This design comes from an exercise in tuning for a short achievable clock period and few clock cycles per item on the open sky130 flow, not from production work.
In this exercise RTL edits were held to simulation tests only and were not proved equivalent to the original.

## job 101
==> module led_matrix_blink_framebuffer, before the edit <==
module led_matrix_blink_framebuffer
#(
  parameter int MATRICES = MATRICES_DEFAULT
) (
  input  wire logic       clk,
  input  wire logic       rst,
  input  wire logic       in_valid,
  output logic            in_stall,
  input  wire logic [2:0] operation,
  input  wire logic [1:0] matrix,
  input  wire logic [3:0] row,
  input  wire logic [3:0] column,
  input  wire logic [7:0] pattern,
  output logic            out_valid,
  input  wire logic       out_stall,
  output logic [1:0]      matrix_select,
  output logic [3:0]      digit_address,
  output logic [7:0]      row_data,
  output logic            phase,
  output logic            last
);
  localparam int MAT_W = (MATRICES > 1) ? $clog2(MATRICES) : 1;
  localparam int NROW  = MATRICES * ROWS;
  localparam int BEATS = 2 * NROW;
  localparam int BW    = 2 + 4 + 8 + 1 + 1;    
  logic                in_stall_q;
  logic                accept;
  logic [NROW-1:0]     d_we;
  logic [MATRICES-1:0] d_clr;
  logic                d_ref;
  logic [7:0]          d_keep_a, d_set_a, d_keep_b, d_set_b;
  assign in_stall = in_stall_q;
  assign accept   = in_valid && !in_stall_q && !rst;
  led_fb_ctrl #(
    .MATRICES (MATRICES)
  ) u_decode (
    .accept    (accept),
    .operation (operation),
    .matrix    (matrix),
    .row       (row),
    .column    (column),
    .pattern   (pattern),
    .row_we    (d_we),
    .mat_clr   (d_clr),
    .refresh   (d_ref),
    .keep_a    (d_keep_a),
    .set_a     (d_set_a),
    .keep_b    (d_keep_b),
    .set_b     (d_set_b)
  );
  logic [NROW-1:0]     we_q;
  logic [MATRICES-1:0] clr_q;
  logic                ref_q;
  logic                rst_q;
  logic [7:0]          keep_a_q, set_a_q, keep_b_q, set_b_q;
  always_ff @(posedge clk) begin
    we_q     <= d_we;
    clr_q    <= d_clr;
    ref_q    <= !rst && ref_next;
    rst_q    <= rst;
    keep_a_q <= d_keep_a;
    set_a_q  <= d_set_a;
    keep_b_q <= d_keep_b;
    set_b_q  <= d_set_b;
  end
  logic [7:0]         live_a [NROW];
  logic [7:0]         live_b [NROW];
  logic [BEATS*8-1:0] picture;
  always_ff @(posedge clk) begin
    for (int i = 0; i < NROW; i++) begin
      if (rst_q || clr_q[i / ROWS]) begin
        live_a[i] <= 8'h00;
        live_b[i] <= 8'h00;
      end else if (we_q[i]) begin
        live_a[i] <= (live_a[i] & keep_a_q) | set_a_q;
        live_b[i] <= (live_b[i] & keep_b_q) | set_b_q;
      end
    end
  end
  always_comb begin
    for (int i = 0; i < NROW; i++) begin
      picture[i*8 +: 8]          = live_a[i];
      picture[(NROW + i)*8 +: 8] = live_b[i];
    end
  end
  logic snap;
  logic pop;
  logic rel;
  logic busy_q;
  logic ref_next;
  logic busy_next;
  logic [7:0] head;
  assign snap      = ref_q && (!busy_q || rel);
  assign ref_next  = d_ref || (ref_q && !snap);
  assign busy_next = (busy_q && !rel) || snap;
  led_fb_datapath #(
    .BEATS (BEATS)
  ) u_slot (
    .clk     (clk),
    .load    (snap),
    .picture (picture),
    .shift   (pop),
    .head    (head)
  );
  always_ff @(posedge clk) begin
    if (rst) begin
      busy_q     <= 1'b0;
      in_stall_q <= 1'b0;
    end else begin
      busy_q     <= busy_next;
      in_stall_q <= ref_next && busy_next;
    end
  end
  logic [2:0]       row_c;
  logic [MAT_W-1:0] mat_c;
  logic             ph_c;
  logic             cnt_last;
  logic             pre_last;
  logic             sv_q;
  logic [BW-1:0]    beat;
  logic [BW-1:0]    s_beat;
  logic [BW-1:0]    o_beat;
  logic [BW-1:0]    h_beat;
  logic             ov_q;
  logic             out_free;
  assign pre_last = ph_c && (mat_c == MAT_W'(MATRICES - 1)) && (row_c == 3'(ROWS - 2));
  assign pop      = busy_q && !sv_q;
  assign rel      = pop && cnt_last;
  assign beat     = {2'(mat_c), {1'b0, row_c} + 4'd1, head, ph_c, cnt_last};
  always_ff @(posedge clk) begin
    if (rst) begin
      row_c    <= '0;
      mat_c    <= '0;
      ph_c     <= 1'b0;
      cnt_last <= 1'b0;
    end else if (pop) begin
      cnt_last <= pre_last;
      row_c    <= row_c + 3'd1;
      if (row_c == 3'(ROWS - 1)) begin
        if (mat_c == MAT_W'(MATRICES - 1)) begin
          mat_c <= '0;
          ph_c  <= !ph_c;
        end else begin
          mat_c <= mat_c + MAT_W'(1);
        end
      end
    end
  end
  assign out_free = !ov_q || !out_stall;
  always_ff @(posedge clk) begin
    if (rst) begin
      ov_q <= 1'b0;
      sv_q <= 1'b0;
    end else if (out_free) begin
      ov_q <= sv_q || pop;
      sv_q <= 1'b0;
    end else if (pop) begin
      sv_q <= 1'b1;
    end
  end
  always_ff @(posedge clk) begin
    o_beat <= out_free ? (sv_q ? s_beat : beat) : h_beat;
    h_beat <= out_free ? (sv_q ? s_beat : beat) : o_beat;
    if (!out_free && pop) begin
      s_beat <= beat;
    end
  end
  assign out_valid = ov_q;
  assign {matrix_select, digit_address, row_data, phase, last} = o_beat;
endmodule
clock: 5.0 ns
lec_check: 0
abc_clock_period_in_ps: 1500
cap_margin: 20
core_margin: 2
core_utilization: 60
cts_cluster_diameter: 60
cts_cluster_size: 20
setup_slack_margin: 3.0
slew_margin: 20
run.sh (not shown) runs the stock make flow with config.mk's settings and CLKGATE_MAP_FILE= SYNTH_SCRIPT=/design/flow/synth_recipe.tcl, a recipe that flattens the netlist after the stock synthesis.
Testbench counts of job 101, summed over its fixed seeds: cycles 8,480, items 2,560.
Inputs modified between job 101 and job 102:
==> flow/design.v, changed modules only <==
module led_matrix_blink_framebuffer
#(
  parameter int MATRICES = MATRICES_DEFAULT
) (
  input  wire logic       clk,
  input  wire logic       rst,
  input  wire logic       in_valid,
  output logic            in_stall,
  input  wire logic [2:0] operation,
  input  wire logic [1:0] matrix,
  input  wire logic [3:0] row,
  input  wire logic [3:0] column,
  input  wire logic [7:0] pattern,
  output logic            out_valid,
  input  wire logic       out_stall,
  output logic [1:0]      matrix_select,
  output logic [3:0]      digit_address,
  output logic [7:0]      row_data,
  output logic            phase,
  output logic            last
);
  localparam int MAT_W = (MATRICES > 1) ? $clog2(MATRICES) : 1;
  localparam int NROW  = MATRICES * ROWS;
  localparam int BEATS = 2 * NROW;
  localparam int BW    = 2 + 4 + 8 + 1 + 1;    
  logic                in_stall_q;
  logic                accept;
  logic [NROW-1:0]     d_we;
  logic [MATRICES-1:0] d_clr;
  logic                d_ref;
  logic [7:0]          d_keep_a, d_set_a, d_keep_b, d_set_b;
  assign in_stall = in_stall_q;
  assign accept   = in_valid && !in_stall_q && !rst;
  led_fb_ctrl #(
    .MATRICES (MATRICES)
  ) u_decode (
    .accept    (accept),
    .operation (operation),
    .matrix    (matrix),
    .row       (row),
    .column    (column),
    .pattern   (pattern),
    .row_we    (d_we),
    .mat_clr   (d_clr),
    .refresh   (d_ref),
    .keep_a    (d_keep_a),
    .set_a     (d_set_a),
    .keep_b    (d_keep_b),
    .set_b     (d_set_b)
  );
  logic [7:0]         live_a [NROW];
  logic [7:0]         live_b [NROW];
  logic [BEATS*8-1:0] picture;
  always_ff @(posedge clk) begin
    for (int i = 0; i < NROW; i++) begin
      if (rst || d_clr[i / ROWS]) begin
        live_a[i] <= 8'h00;
        live_b[i] <= 8'h00;
      end else if (d_we[i]) begin
        live_a[i] <= (live_a[i] & d_keep_a) | d_set_a;
        live_b[i] <= (live_b[i] & d_keep_b) | d_set_b;
      end
    end
  end
  always_comb begin
    for (int i = 0; i < NROW; i++) begin
      picture[i*8 +: 8]          = live_a[i];
      picture[(NROW + i)*8 +: 8] = live_b[i];
    end
  end
  logic       want;
  logic       snap;
  logic       pop;
  logic       rel;
  logic       busy_q;
  logic       pend_q;
  logic       busy_next;
  logic [7:0] head;
  assign want      = d_ref || pend_q;
  assign snap      = want && (!busy_q || rel);
  assign busy_next = (busy_q && !rel) || snap;
  led_fb_datapath #(
    .BEATS (BEATS)
  ) u_slot (
    .clk     (clk),
    .load    (snap),
    .picture (picture),
    .shift   (pop),
    .head    (head)
  );
  always_ff @(posedge clk) begin
    if (rst) begin
      busy_q     <= 1'b0;
      pend_q     <= 1'b0;
      in_stall_q <= 1'b0;
    end else begin
      busy_q     <= busy_next;
      pend_q     <= want && !snap;
      in_stall_q <= want && !snap;
    end
  end
  logic [2:0]       row_c;
  logic [MAT_W-1:0] mat_c;
  logic             ph_c;
  logic             cnt_last;
  logic             pre_last;
  logic             sv_q;
  logic [BW-1:0]    beat;
  logic [BW-1:0]    s_beat;
  logic [BW-1:0]    o_beat;
  logic             ov_q;
  logic             out_free;
  assign pre_last = ph_c && (mat_c == MAT_W'(MATRICES - 1)) && (row_c == 3'(ROWS - 2));
  assign pop      = busy_q && !sv_q;
  assign rel      = pop && cnt_last;
  assign beat     = {2'(mat_c), {1'b0, row_c} + 4'd1, head, ph_c, cnt_last};
  always_ff @(posedge clk) begin
    if (rst) begin
      row_c    <= '0;
      mat_c    <= '0;
      ph_c     <= 1'b0;
      cnt_last <= 1'b0;
    end else if (pop) begin
      cnt_last <= pre_last;
      row_c    <= row_c + 3'd1;
      if (row_c == 3'(ROWS - 1)) begin
        if (mat_c == MAT_W'(MATRICES - 1)) begin
          mat_c <= '0;
          ph_c  <= !ph_c;
        end else begin
          mat_c <= mat_c + MAT_W'(1);
        end
      end
    end
  end
  assign out_free = !ov_q || !out_stall;
  always_ff @(posedge clk) begin
    if (rst) begin
      ov_q <= 1'b0;
      sv_q <= 1'b0;
    end else if (out_free) begin
      ov_q <= sv_q || pop;
      sv_q <= 1'b0;
    end else if (pop) begin
      sv_q <= 1'b1;
    end
  end
  always_ff @(posedge clk) begin
    if (out_free) begin
      o_beat <= sv_q ? s_beat : beat;
    end
    if (!out_free && pop) begin
      s_beat <= beat;
    end
  end
  assign out_valid = ov_q;
  assign {matrix_select, digit_address, row_data, phase, last} = o_beat;
endmodule
--- outcome ---
- No final results exist for job 102, since it was stopped by error GRT-0232 during global routing (5_1_grt).
- As of job 102, post-synthesis average cell area had risen by a little under 10% compared to job 101.
- Between job 102 and job 101, it is job 102 whose width of the chip is lower, by about 0.8%.
- On post-synthesis net count, the higher figure sits with job 101, not job 102.
- Of the two candidates, job 101 has the better half-perimeter wire length after detailed placement and job 102 the worse one.
- Job 102 against job 101: post-CTS repair timing setup buffer count picked up an extra about 1200%, number of sinks on the clock net lost 86, xor and xnor fraction of the mapped netlist area neither gained nor lost much, initial cell density of the core lost 0.43 points.
- Changes observed in job 102 relative to job 101: count of placed standard cells including taps lost 306; final estimated routing congestion in global placement picked up an extra about 7%; synthesized cell count lost 341.
- Summary of job 102 over job 101: area after synthesis fell by about 1.6%; post-place setup slack fell by 0.66 ns; placed standard-cell area flat.
Testbench counts of job 102, summed over its fixed seeds: cycles 8,468, items 2,560.

==> re-timing with driven ports <==
How much do the figures lean on ideal ports? The routed layout below was timed once more, with nothing changed but the port constraints.
Step 1: set_driving_cell puts a clkbuf_16 on clk and a buf_2 on each other input, an assumption about the parent block.
Step 2 times the ports against the registers' clock, not the clock port: input delays grow and output delays shrink by t, the midpoint of the rising clock arrivals with the driver on.
Slacks: no drivers / after step 1 / after step 2; pairs: no drivers / after step 1.
run: job 101
t, ns: 0.704
setup slack, ns: 2.890 / 2.820 / 2.338
worst setup path at the end: input to register
latest minus earliest clock arrival (ns): 0.024 / 0.024
cell pins on the clock port's net: 1
After both steps setup and hold are still met in job 101. The setup slack of job 101 moves by -0.070 ns with the drivers and by -0.552 ns with both steps.
